From an optimization exercise on the open Yosys and OpenROAD flow, aimed at small area and few clock cycles per item; shortcuts taken in it are not production practice. Only simulation tests tie the RTL to the original design; equivalence was not proved. Power and IR drop assume default switching activity.

[config.mk]
export PLATFORM = sky130hd
export DESIGN_NAME = dual_tone_sample_generator_top
export DESIGN_NICKNAME = dual_tone_sample_generator_top
export VERILOG_FILES = /design/flow/design.v
export SDC_FILE = /design/flow/constraint.sdc
export NUM_CORES = 4
export LEC_CHECK = 0
export CAP_MARGIN = 20
export CORE_MARGIN = 2
export CORE_UTILIZATION = 40
export SLEW_MARGIN = 20
[constraint.sdc]
create_clock -name core_clock -period 10.0 [get_ports {aclk}]
set_input_delay 2.0000 -clock core_clock [delete_from_list [all_inputs] [get_ports {aclk}]]
set_output_delay 2.0000 -clock core_clock [all_outputs]
set_load 0.01 [all_outputs]
[design.v]
`default_nettype none
package dtsg_pkg;
    localparam int CFG_INDEX_W = 3;
    localparam int CFG_DATA_W  = 32;
    localparam int STEP_W      = 32;
    localparam int AMP_W       = 15;
    localparam int COUNT_W     = 32;
    localparam int SAMPLE_W    = 16;
    localparam int S_TDATA_W   = 8;
    localparam int M_TDATA_W   = 16;
    localparam logic [CFG_INDEX_W-1:0] REG_PHASE_STEP_A     = 3'd0;
    localparam logic [CFG_INDEX_W-1:0] REG_PHASE_STEP_B     = 3'd1;
    localparam logic [CFG_INDEX_W-1:0] REG_TONE_MODE        = 3'd2;
    localparam logic [CFG_INDEX_W-1:0] REG_AMPLITUDE        = 3'd3;
    localparam logic [CFG_INDEX_W-1:0] REG_DURATION_SAMPLES = 3'd4;
    localparam logic [STEP_W-1:0]  RST_PHASE_STEP_A = 32'd42852282;
    localparam logic [STEP_W-1:0]  RST_PHASE_STEP_B = 32'd34087043;
    localparam logic               RST_TONE_MODE    = 1'b0;
    localparam logic [AMP_W-1:0]   RST_AMPLITUDE    = 15'd16000;
    localparam logic [COUNT_W-1:0] RST_DURATION     = 32'd0;
endpackage
`default_nettype wire
`default_nettype none
module dtsg_sine_rom #(
    parameter int TABLE_DEPTH = 256
) (
    input  wire logic                                   aclk,
    input  wire logic                                   rd_en,
    input  wire logic [$clog2(TABLE_DEPTH)-1:0]         rd_addr_a,
    input  wire logic [$clog2(TABLE_DEPTH)-1:0]         rd_addr_b,
    output logic signed [dtsg_pkg::SAMPLE_W-1:0]        rd_data_a_reg,
    output logic signed [dtsg_pkg::SAMPLE_W-1:0]        rd_data_b_reg
);
    function automatic logic signed [dtsg_pkg::SAMPLE_W-1:0] rom_entry(input logic [7:0] k);
        case (k)
            8'd0: rom_entry = 16'h0000;
            8'd1: rom_entry = 16'h0324;
            8'd2: rom_entry = 16'h0648;
            8'd3: rom_entry = 16'h096a;
            8'd4: rom_entry = 16'h0c8c;
            8'd5: rom_entry = 16'h0fab;
            8'd6: rom_entry = 16'h12c8;
            8'd7: rom_entry = 16'h15e2;
            8'd8: rom_entry = 16'h18f9;
            8'd9: rom_entry = 16'h1c0b;
            8'd10: rom_entry = 16'h1f1a;
            8'd11: rom_entry = 16'h2223;
            8'd12: rom_entry = 16'h2528;
            8'd13: rom_entry = 16'h2826;
            8'd14: rom_entry = 16'h2b1f;
            8'd15: rom_entry = 16'h2e11;
            8'd16: rom_entry = 16'h30fb;
            8'd17: rom_entry = 16'h33df;
            8'd18: rom_entry = 16'h36ba;
            8'd19: rom_entry = 16'h398c;
            8'd20: rom_entry = 16'h3c56;
            8'd21: rom_entry = 16'h3f17;
            8'd22: rom_entry = 16'h41ce;
            8'd23: rom_entry = 16'h447a;
            8'd24: rom_entry = 16'h471c;
            8'd25: rom_entry = 16'h49b4;
            8'd26: rom_entry = 16'h4c3f;
            8'd27: rom_entry = 16'h4ebf;
            8'd28: rom_entry = 16'h5133;
            8'd29: rom_entry = 16'h539b;
            8'd30: rom_entry = 16'h55f5;
            8'd31: rom_entry = 16'h5842;
            8'd32: rom_entry = 16'h5a82;
            8'd33: rom_entry = 16'h5cb3;
            8'd34: rom_entry = 16'h5ed7;
            8'd35: rom_entry = 16'h60eb;
            8'd36: rom_entry = 16'h62f1;
            8'd37: rom_entry = 16'h64e8;
            8'd38: rom_entry = 16'h66cf;
            8'd39: rom_entry = 16'h68a6;
            8'd40: rom_entry = 16'h6a6d;
            8'd41: rom_entry = 16'h6c23;
            8'd42: rom_entry = 16'h6dc9;
            8'd43: rom_entry = 16'h6f5e;
            8'd44: rom_entry = 16'h70e2;
            8'd45: rom_entry = 16'h7254;
            8'd46: rom_entry = 16'h73b5;
            8'd47: rom_entry = 16'h7504;
            8'd48: rom_entry = 16'h7641;
            8'd49: rom_entry = 16'h776b;
            8'd50: rom_entry = 16'h7884;
            8'd51: rom_entry = 16'h7989;
            8'd52: rom_entry = 16'h7a7c;
            8'd53: rom_entry = 16'h7b5c;
            8'd54: rom_entry = 16'h7c29;
            8'd55: rom_entry = 16'h7ce3;
            8'd56: rom_entry = 16'h7d89;
            8'd57: rom_entry = 16'h7e1d;
            8'd58: rom_entry = 16'h7e9c;
            8'd59: rom_entry = 16'h7f09;
            8'd60: rom_entry = 16'h7f61;
            8'd61: rom_entry = 16'h7fa6;
            8'd62: rom_entry = 16'h7fd8;
            8'd63: rom_entry = 16'h7ff5;
            8'd64: rom_entry = 16'h7fff;
            8'd65: rom_entry = 16'h7ff5;
            8'd66: rom_entry = 16'h7fd8;
            8'd67: rom_entry = 16'h7fa6;
            8'd68: rom_entry = 16'h7f61;
            8'd69: rom_entry = 16'h7f09;
            8'd70: rom_entry = 16'h7e9c;
            8'd71: rom_entry = 16'h7e1d;
            8'd72: rom_entry = 16'h7d89;
            8'd73: rom_entry = 16'h7ce3;
            8'd74: rom_entry = 16'h7c29;
            8'd75: rom_entry = 16'h7b5c;
            8'd76: rom_entry = 16'h7a7c;
            8'd77: rom_entry = 16'h7989;
            8'd78: rom_entry = 16'h7884;
            8'd79: rom_entry = 16'h776b;
            8'd80: rom_entry = 16'h7641;
            8'd81: rom_entry = 16'h7504;
            8'd82: rom_entry = 16'h73b5;
            8'd83: rom_entry = 16'h7254;
            8'd84: rom_entry = 16'h70e2;
            8'd85: rom_entry = 16'h6f5e;
            8'd86: rom_entry = 16'h6dc9;
            8'd87: rom_entry = 16'h6c23;
            8'd88: rom_entry = 16'h6a6d;
            8'd89: rom_entry = 16'h68a6;
            8'd90: rom_entry = 16'h66cf;
            8'd91: rom_entry = 16'h64e8;
            8'd92: rom_entry = 16'h62f1;
            8'd93: rom_entry = 16'h60eb;
            8'd94: rom_entry = 16'h5ed7;
            8'd95: rom_entry = 16'h5cb3;
            8'd96: rom_entry = 16'h5a82;
            8'd97: rom_entry = 16'h5842;
            8'd98: rom_entry = 16'h55f5;
            8'd99: rom_entry = 16'h539b;
            8'd100: rom_entry = 16'h5133;
            8'd101: rom_entry = 16'h4ebf;
            8'd102: rom_entry = 16'h4c3f;
            8'd103: rom_entry = 16'h49b4;
            8'd104: rom_entry = 16'h471c;
            8'd105: rom_entry = 16'h447a;
            8'd106: rom_entry = 16'h41ce;
            8'd107: rom_entry = 16'h3f17;
            8'd108: rom_entry = 16'h3c56;
            8'd109: rom_entry = 16'h398c;
            8'd110: rom_entry = 16'h36ba;
            8'd111: rom_entry = 16'h33df;
            8'd112: rom_entry = 16'h30fb;
            8'd113: rom_entry = 16'h2e11;
            8'd114: rom_entry = 16'h2b1f;
            8'd115: rom_entry = 16'h2826;
            8'd116: rom_entry = 16'h2528;
            8'd117: rom_entry = 16'h2223;
            8'd118: rom_entry = 16'h1f1a;
            8'd119: rom_entry = 16'h1c0b;
            8'd120: rom_entry = 16'h18f9;
            8'd121: rom_entry = 16'h15e2;
            8'd122: rom_entry = 16'h12c8;
            8'd123: rom_entry = 16'h0fab;
            8'd124: rom_entry = 16'h0c8c;
            8'd125: rom_entry = 16'h096a;
            8'd126: rom_entry = 16'h0648;
            8'd127: rom_entry = 16'h0324;
            8'd128: rom_entry = 16'h0000;
            8'd129: rom_entry = 16'hfcdc;
            8'd130: rom_entry = 16'hf9b8;
            8'd131: rom_entry = 16'hf696;
            8'd132: rom_entry = 16'hf374;
            8'd133: rom_entry = 16'hf055;
            8'd134: rom_entry = 16'hed38;
            8'd135: rom_entry = 16'hea1e;
            8'd136: rom_entry = 16'he707;
            8'd137: rom_entry = 16'he3f5;
            8'd138: rom_entry = 16'he0e6;
            8'd139: rom_entry = 16'hdddd;
            8'd140: rom_entry = 16'hdad8;
            8'd141: rom_entry = 16'hd7da;
            8'd142: rom_entry = 16'hd4e1;
            8'd143: rom_entry = 16'hd1ef;
            8'd144: rom_entry = 16'hcf05;
            8'd145: rom_entry = 16'hcc21;
            8'd146: rom_entry = 16'hc946;
            8'd147: rom_entry = 16'hc674;
            8'd148: rom_entry = 16'hc3aa;
            8'd149: rom_entry = 16'hc0e9;
            8'd150: rom_entry = 16'hbe32;
            8'd151: rom_entry = 16'hbb86;
            8'd152: rom_entry = 16'hb8e4;
            8'd153: rom_entry = 16'hb64c;
            8'd154: rom_entry = 16'hb3c1;
            8'd155: rom_entry = 16'hb141;
            8'd156: rom_entry = 16'haecd;
            8'd157: rom_entry = 16'hac65;
            8'd158: rom_entry = 16'haa0b;
            8'd159: rom_entry = 16'ha7be;
            8'd160: rom_entry = 16'ha57e;
            8'd161: rom_entry = 16'ha34d;
            8'd162: rom_entry = 16'ha129;
            8'd163: rom_entry = 16'h9f15;
            8'd164: rom_entry = 16'h9d0f;
            8'd165: rom_entry = 16'h9b18;
            8'd166: rom_entry = 16'h9931;
            8'd167: rom_entry = 16'h975a;
            8'd168: rom_entry = 16'h9593;
            8'd169: rom_entry = 16'h93dd;
            8'd170: rom_entry = 16'h9237;
            8'd171: rom_entry = 16'h90a2;
            8'd172: rom_entry = 16'h8f1e;
            8'd173: rom_entry = 16'h8dac;
            8'd174: rom_entry = 16'h8c4b;
            8'd175: rom_entry = 16'h8afc;
            8'd176: rom_entry = 16'h89bf;
            8'd177: rom_entry = 16'h8895;
            8'd178: rom_entry = 16'h877c;
            8'd179: rom_entry = 16'h8677;
            8'd180: rom_entry = 16'h8584;
            8'd181: rom_entry = 16'h84a4;
            8'd182: rom_entry = 16'h83d7;
            8'd183: rom_entry = 16'h831d;
            8'd184: rom_entry = 16'h8277;
            8'd185: rom_entry = 16'h81e3;
            8'd186: rom_entry = 16'h8164;
            8'd187: rom_entry = 16'h80f7;
            8'd188: rom_entry = 16'h809f;
            8'd189: rom_entry = 16'h805a;
            8'd190: rom_entry = 16'h8028;
            8'd191: rom_entry = 16'h800b;
            8'd192: rom_entry = 16'h8001;
            8'd193: rom_entry = 16'h800b;
            8'd194: rom_entry = 16'h8028;
            8'd195: rom_entry = 16'h805a;
            8'd196: rom_entry = 16'h809f;
            8'd197: rom_entry = 16'h80f7;
            8'd198: rom_entry = 16'h8164;
            8'd199: rom_entry = 16'h81e3;
            8'd200: rom_entry = 16'h8277;
            8'd201: rom_entry = 16'h831d;
            8'd202: rom_entry = 16'h83d7;
            8'd203: rom_entry = 16'h84a4;
            8'd204: rom_entry = 16'h8584;
            8'd205: rom_entry = 16'h8677;
            8'd206: rom_entry = 16'h877c;
            8'd207: rom_entry = 16'h8895;
            8'd208: rom_entry = 16'h89bf;
            8'd209: rom_entry = 16'h8afc;
            8'd210: rom_entry = 16'h8c4b;
            8'd211: rom_entry = 16'h8dac;
            8'd212: rom_entry = 16'h8f1e;
            8'd213: rom_entry = 16'h90a2;
            8'd214: rom_entry = 16'h9237;
            8'd215: rom_entry = 16'h93dd;
            8'd216: rom_entry = 16'h9593;
            8'd217: rom_entry = 16'h975a;
            8'd218: rom_entry = 16'h9931;
            8'd219: rom_entry = 16'h9b18;
            8'd220: rom_entry = 16'h9d0f;
            8'd221: rom_entry = 16'h9f15;
            8'd222: rom_entry = 16'ha129;
            8'd223: rom_entry = 16'ha34d;
            8'd224: rom_entry = 16'ha57e;
            8'd225: rom_entry = 16'ha7be;
            8'd226: rom_entry = 16'haa0b;
            8'd227: rom_entry = 16'hac65;
            8'd228: rom_entry = 16'haecd;
            8'd229: rom_entry = 16'hb141;
            8'd230: rom_entry = 16'hb3c1;
            8'd231: rom_entry = 16'hb64c;
            8'd232: rom_entry = 16'hb8e4;
            8'd233: rom_entry = 16'hbb86;
            8'd234: rom_entry = 16'hbe32;
            8'd235: rom_entry = 16'hc0e9;
            8'd236: rom_entry = 16'hc3aa;
            8'd237: rom_entry = 16'hc674;
            8'd238: rom_entry = 16'hc946;
            8'd239: rom_entry = 16'hcc21;
            8'd240: rom_entry = 16'hcf05;
            8'd241: rom_entry = 16'hd1ef;
            8'd242: rom_entry = 16'hd4e1;
            8'd243: rom_entry = 16'hd7da;
            8'd244: rom_entry = 16'hdad8;
            8'd245: rom_entry = 16'hdddd;
            8'd246: rom_entry = 16'he0e6;
            8'd247: rom_entry = 16'he3f5;
            8'd248: rom_entry = 16'he707;
            8'd249: rom_entry = 16'hea1e;
            8'd250: rom_entry = 16'hed38;
            8'd251: rom_entry = 16'hf055;
            8'd252: rom_entry = 16'hf374;
            8'd253: rom_entry = 16'hf696;
            8'd254: rom_entry = 16'hf9b8;
            8'd255: rom_entry = 16'hfcdc;
            default: rom_entry = 16'h0000;
        endcase
    endfunction
    always_ff @(posedge aclk) begin
        if (rd_en) begin
            rd_data_a_reg <= rom_entry(rd_addr_a);
            rd_data_b_reg <= rom_entry(rd_addr_b);
        end
    end
endmodule
`default_nettype wire
`default_nettype none
module dual_tone_sample_generator_top #(
    parameter int TABLE_DEPTH = 256,
    parameter int PHASE_BITS  = 32
) (
    input  wire logic                                aclk,
    input  wire logic                                aresetn,
    input  wire logic                                s_tvalid,
    output logic                                     s_tready,
    input  wire logic [dtsg_pkg::S_TDATA_W-1:0]      s_tdata,    
    output logic                                     m_tvalid,
    input  wire logic                                m_tready,
    output logic [dtsg_pkg::M_TDATA_W-1:0]           m_tdata,    
    output logic [0:0]                               m_tuser,    
    input  wire logic                                cfg_wr_en,
    input  wire logic [dtsg_pkg::CFG_INDEX_W-1:0]    cfg_index,
    input  wire logic [dtsg_pkg::CFG_DATA_W-1:0]     cfg_wdata
);
    localparam int IDX_W   = $clog2(TABLE_DEPTH);
    localparam int SCALE_W = PHASE_BITS + IDX_W;
    logic [dtsg_pkg::STEP_W-1:0]  phase_step_a_reg;
    logic [dtsg_pkg::STEP_W-1:0]  phase_step_b_reg;
    logic                         tone_mode_reg;
    logic [dtsg_pkg::AMP_W-1:0]   amplitude_reg;
    logic [dtsg_pkg::COUNT_W-1:0] duration_reg;
    always_ff @(posedge aclk) begin
        if (!aresetn) begin
            phase_step_a_reg <= dtsg_pkg::RST_PHASE_STEP_A;
            phase_step_b_reg <= dtsg_pkg::RST_PHASE_STEP_B;
            tone_mode_reg    <= dtsg_pkg::RST_TONE_MODE;
            amplitude_reg    <= dtsg_pkg::RST_AMPLITUDE;
            duration_reg     <= dtsg_pkg::RST_DURATION;
        end else if (cfg_wr_en) begin
            case (cfg_index)
                dtsg_pkg::REG_PHASE_STEP_A:     phase_step_a_reg <= cfg_wdata;
                dtsg_pkg::REG_PHASE_STEP_B:     phase_step_b_reg <= cfg_wdata;
                dtsg_pkg::REG_TONE_MODE:        tone_mode_reg    <= cfg_wdata[0];
                dtsg_pkg::REG_AMPLITUDE:        amplitude_reg    <= cfg_wdata[dtsg_pkg::AMP_W-1:0];
                dtsg_pkg::REG_DURATION_SAMPLES: duration_reg     <= cfg_wdata;
                default: ;
            endcase
        end
    end
    logic s1_valid_reg, s2_valid_reg, m_tvalid_reg;
    logic out_adv, s2_adv, s1_adv;
    assign out_adv  = !m_tvalid_reg || m_tready;
    assign s2_adv   = !s2_valid_reg || out_adv;
    assign s1_adv   = !s1_valid_reg || s2_adv;
    assign s_tready = s1_adv;
    logic accept;
    assign accept = s_tvalid && s_tready;
    logic [PHASE_BITS-1:0]        phase_a_reg, phase_b_reg, phase_a_next, phase_b_next;
    logic [dtsg_pkg::COUNT_W-1:0] count_reg, count_next;
    logic [PHASE_BITS-1:0]        pa, pb;
    logic [dtsg_pkg::COUNT_W-1:0] cnt;
    logic                         restart, done0;
    logic [SCALE_W-1:0]           scaled_a, scaled_b;
    logic [IDX_W-1:0]             idx_a, idx_b;
    always_comb begin
        restart  = s_tdata[0];
        pa       = restart ? '0 : phase_a_reg;
        pb       = restart ? '0 : phase_b_reg;
        cnt      = restart ? '0 : count_reg;
        done0    = (duration_reg != '0) && (cnt >= duration_reg);
        scaled_a = {{IDX_W{1'b0}}, pa} * SCALE_W'(TABLE_DEPTH);
        scaled_b = {{IDX_W{1'b0}}, pb} * SCALE_W'(TABLE_DEPTH);
        idx_a    = scaled_a[PHASE_BITS +: IDX_W];
        idx_b    = scaled_b[PHASE_BITS +: IDX_W];
        if (done0) begin
            phase_a_next = pa;
            phase_b_next = pb;
            count_next   = cnt;
        end else begin
            phase_a_next = pa + phase_step_a_reg[PHASE_BITS-1:0];
            phase_b_next = pb + phase_step_b_reg[PHASE_BITS-1:0];
            count_next   = (cnt == '1) ? cnt : cnt + 1'b1;
        end
    end
    always_ff @(posedge aclk) begin
        if (!aresetn) begin
            phase_a_reg <= '0;
            phase_b_reg <= '0;
            count_reg   <= '0;
        end else if (accept) begin
            phase_a_reg <= phase_a_next;
            phase_b_reg <= phase_b_next;
            count_reg   <= count_next;
        end
    end
    logic signed [dtsg_pkg::SAMPLE_W-1:0] rom_a, rom_b;
    logic                                 s1_done_reg;
    dtsg_sine_rom #(
        .TABLE_DEPTH (TABLE_DEPTH)
    ) u_rom (
        .aclk          (aclk),
        .rd_en         (s1_adv),
        .rd_addr_a     (idx_a),
        .rd_addr_b     (idx_b),
        .rd_data_a_reg (rom_a),
        .rd_data_b_reg (rom_b)
    );
    always_ff @(posedge aclk) begin
        if (!aresetn) begin
            s1_valid_reg <= 1'b0;
        end else if (s1_adv) begin
            s1_valid_reg <= s_tvalid;
        end
    end
    always_ff @(posedge aclk) begin
        if (s1_adv) begin
            s1_done_reg <= done0;
        end
    end
    logic signed [dtsg_pkg::SAMPLE_W:0]   operand;
    logic        [dtsg_pkg::AMP_W-1:0]    gain;
    logic signed [2*dtsg_pkg::SAMPLE_W:0] prod_next;
    logic signed [2*dtsg_pkg::SAMPLE_W-1:0] prod_reg;
    logic                                 s2_done_reg;
    always_comb begin
        if (tone_mode_reg) begin
            operand = {rom_a[dtsg_pkg::SAMPLE_W-1], rom_a} + {rom_b[dtsg_pkg::SAMPLE_W-1], rom_b};
            gain    = amplitude_reg >> 1;
        end else begin
            operand = {rom_a[dtsg_pkg::SAMPLE_W-1], rom_a};
            gain    = amplitude_reg;
        end
        prod_next = operand * signed'({1'b0, gain});
    end
    always_ff @(posedge aclk) begin
        if (!aresetn) begin
            s2_valid_reg <= 1'b0;
        end else if (s2_adv) begin
            s2_valid_reg <= s1_valid_reg;
        end
    end
    always_ff @(posedge aclk) begin
        if (s2_adv) begin
            prod_reg    <= prod_next[2*dtsg_pkg::SAMPLE_W-1:0];
            s2_done_reg <= s1_done_reg;
        end
    end
    logic signed [2*dtsg_pkg::SAMPLE_W-1:0] biased;
    logic [dtsg_pkg::M_TDATA_W-1:0]         m_tdata_reg;
    logic                                   m_done_reg;
    assign biased = prod_reg + (prod_reg[2*dtsg_pkg::SAMPLE_W-1] ? 32'sd32767 : 32'sd0);
    always_ff @(posedge aclk) begin
        if (!aresetn) begin
            m_tvalid_reg <= 1'b0;
        end else if (out_adv) begin
            m_tvalid_reg <= s2_valid_reg;
        end
    end
    always_ff @(posedge aclk) begin
        if (out_adv) begin
            m_tdata_reg <= s2_done_reg ? '0 : biased[30:15];
            m_done_reg  <= s2_done_reg;
        end
    end
    assign m_tvalid   = m_tvalid_reg;
    assign m_tdata    = m_tdata_reg;
    assign m_tuser[0] = m_done_reg;
endmodule
`default_nettype wire
[run.sh]
#!/bin/bash
# synth_recipe.tcl (not shown) runs the flow's synth.tcl, then flattens the netlist and writes it again
# the make line also repeats each setting of config.mk as NAME=value (left out here)
make -C /OpenROAD-flow-scripts/flow DESIGN_CONFIG=/design/flow/config.mk WORK_HOME=/design/flow/orfs CLKGATE_MAP_FILE= SYNTH_SCRIPT=/design/flow/synth_recipe.tcl finish
==> impl_metrics.json <==
{
  "status": "timing/DRC/antenna clean",
  "powerDensity_nw_per_um2": 108,
  "drv_slew": 0,
  "io_pins": 67,
  "drive_gt1_share_pct": 5.34,
  "syn_nets": 5123,
  "crit_buf_inv": 3,
  "synth_seq_area_share_pct": 19.4,
  "start_util_pct": 40.5,
  "max_freq_mhz": 109,
  "timing.hold.ws_ns": 0.445,
  "clock-sinks": 294,
  "syn_avg_cell_area_um2": 7.57,
  "cp.required_ns": 10.32,
  "period_minus_slack_ns": 9.18,
  "num_rows": 107,
  "tightest_slew_ns": 1.09,
  "drcViolationCount": 0,
  "insertion_delay_ns": 0.60,
  "ys_seq_elements": 294,
  "yosysWarnings": 2,
  "arrival_ns": 9.50,
  "final_util_pct": 43.9,
  "dieArea_um2": 88900,
  "dieWidth_um": 298,
  "hold_path_class": "reg2reg",
  "clkTransAtPathRegs_ns": 0.06,
  "diodes": 0,
  "cp-start-kind": "flop",
  "cap_viol_max_count": 0,
  "irDropWorstVdd_mv": 0.115,
  "synth_ff_type": "dfxtp_1",
  "p_leak_nw": 15.8,
  "cts_tree": "done",
  "core_um2": 85400,
  "cts-root-buf": "clkbuf_16",
  "clockBufferDepth": 3,
  "crit_family": "compound AO/OA/AOI/OAI gates",
  "nets": 5019,
  "drt-wirelength-per-cell_um": 22.4,
  "r2r_slack_ns": 0.82,
  "grt_max_degree": 95,
  "timing.final.crit_share_pct": 91.8,
  "max_stage_delay_ns": 0.61,
  "first_pass_iters": 9,
  "syn_inst": 4575,
  "portBuffers": 59,
  "setup_viol": 0,
  "criticalPathCategory": "reg2reg",
  "routabilityCongestion": 1.02,
  "ant_nets": 0,
  "cts_buffers": 36,
  "crit_fanout": 9,
  "ys_async_sr_fraction_pct": 0,
  "grt_pass1_wl_mm": 194,
  "wl_mm": 126,
  "num_vias": 33800,
  "dpl.hpwl_mm": 89.9,
  "synth_cell_types": 89,
  "drt_iter0_drc": 4066,
  "antenna_found_initial": 3,
  "rsz0062_at_grt": "no",
  "skew_ns": 0.0442,
  "track_usage_pct": 27.7,
  "relSlewSlack_pct": 25.0,
  "cp-end-kind": "flop",
  "post_cts_resized": 0,
  "hold_violations": 0,
  "grt_overflow_total": 0,
  "area_growth_pct": 8.39,
  "vias_per_cell": 6.00,
  "cpMostUsedCell": "fa_1",
  "tns_ns": 0,
  "grt_pass1_vias": 32400,
  "synth_edf_count": 83,
  "slowest_stage": "a2111oi_0",
  "post_cts_buffers": 0,
  "syn_area_um2": 34600,
  "ctsHoldBuffers": 0,
  "cts_max_level": 2,
  "die_h_um": 298
}
==> stage by stage <==
stage	cells	cell area [µm²]	setup slack (ns)	total power, mW
CTS	5642	37500	0.873	4.08
floorplan	4575	34600	1.97	2.26
finish	5642	37500	0.817	4.06
global route	5642	37500	0.208	4.27
global placement	5577	36300	1.08	2.67
detailed placement	5577	36300	0.911	2.68
==> tightest hold or removal path, delay by kind of cell, from the launching register on <==
| family | cells | cell delay (ns) |
|---|---|---|
| AO/OA/AOI/OAI | 1 | 0.05 |
| flip-flops | 1 | 0.32 |
| AND/OR/NAND/NOR | 1 | 0.04 |
==> Yosys cell counts, types with 15 or more instances <==
cell type	instances	share of area [%]
or3_1	19	0.34
inv_1	388	4.2
o21ai_0	288	4.2
buf_1	34	0.37
edfxtp_1	83	7.2
and2_1	30	0.54
nand3_1	103	1.5
nand2b_1	41	0.74
a21oi_1	397	5.7
o211ai_1	52	1.1
a221oi_1	23	0.58
o21bai_1	15	0.33
o21a_1	19	0.41
a211oi_1	49	1.1
nor3_1	88	1.3
o311ai_0	23	0.58
nor2_1	441	4.8
o22ai_1	25	0.45
mux2i_1	34	0.98
a22oi_1	50	1.1
or2_2	21	0.38
nand2_1	660	7.2
xor2_1	61	1.5
nor2b_1	110	2.0
a31oi_1	55	0.99
o31ai_1	26	0.56
ha_1	255	9.2
fa_1	245	14
dfxtp_1	211	12
xnor2_1	104	2.6
nand4_1	33	0.60
a21o_1	54	1.2
a311oi_1	19	0.48
clkbuf_1	251	2.7
a32oi_1	17	0.43
o221ai_1	29	0.73
mux2_2	25	0.81
nor4_1	18	0.33
and3_1	16	0.29
==> logic make-up (layout without fill, tap and decap cells) <==
| group | after synthesis | after routing | synth area share, % |
|---|---|---|---|
| adders and majority gates | 500 | 500 | 23.4 |
| buffers and inverters | 689 | 612 | 7.50 |
| AOI/OAI and AO/OA | 1249 | 1249 | 22.8 |
| DFF | 294 | 294 | 19.4 |
| and+or+nand+nor | 1617 | 1617 | 20.9 |
| muxes | 61 | 61 | 1.89 |
| xor gates and xnor gates | 165 | 165 | 4.17 |
==> path summary, 6_finish.rpt <==
check | start | end | cells past startpoint
max reg2reg | u_rom.rd_data_a_reg[1] | prod_reg[31] | 29
min reg2reg | phase_a_reg[17] | phase_a_reg[17] | 2
max | u_rom.rd_data_a_reg[1] | prod_reg[31] | 29
min | phase_a_reg[17] | phase_a_reg[17] | 2
==> area by class of cell <==
class | instances | area [µm²]
Multi-Input combinational cell | 3592 | 25300
Clock inverter | 20 | 267
Timing Repair Buffer | 150 | 1270
Tap cell | 1144 | 1430
Clock buffer | 45 | 997
Fill cell | 8955 | 47900
Inverter | 397 | 1490
Sequential cell | 294 | 6720
==> routing by layer <==
layer / wire (µm) / GRT usage, %
met1: 52700 / 37.5
met2: 55900 / 43.8
met5: 23 / 0
met4: 5870 / 11.5
met3: 11700 / 4.61
==> power breakdown <==
group | switching [mW] | internal (mW)
registers | 0.0660 | 1.34
clock network | 0.581 | 0.802
logic | 0.792 | 0.474
==> placed cells by master (no fill, tap or decap), drive strengths merged, types with 88 or more instances in the layout <==
cell type  netlist  final
a21oi          397    397
buf             41     93
dfxtp          211    211
fa             245    245
ha             255    255
inv            389    392
nand2          660    660
nand3          104    104
nor2           442    442
nor2b          110    110
nor3            88     88
o21ai          291    291
xnor2          104    104
Testbench counts, summed over its fixed seeds: cycles 16,096, items 16,000.

[separate check: timing with driven ports]
In the flow no input, the clock included, has a driving cell. The finished layout below was timed again as built, in two steps.
Step 1, drivers: a clkbuf_16 drives aclk and a buf_2 each remaining input, both assumed.
Step 2 adds t to the input delays and takes it off the output delays; t is the mean of the earliest and latest rising clock arrival at the registers after step 1. Input paths then give back, and output paths get back, about the clock's delay inside the block.
Slacks: ideal / step 1 / step 2; pairs: ideal / step 1.
shift t [ns]: 0.645
setup slack, ns: 0.817 / 0.817 / 0.817
slew at the worst register clock pin (ns): 0.06 / 0.06
cell pins on the clock port's net: 1
After both steps setup and hold are still met in this run. The setup slack of this run moves by 0.000 ns with the drivers and by 0.000 ns with both steps.
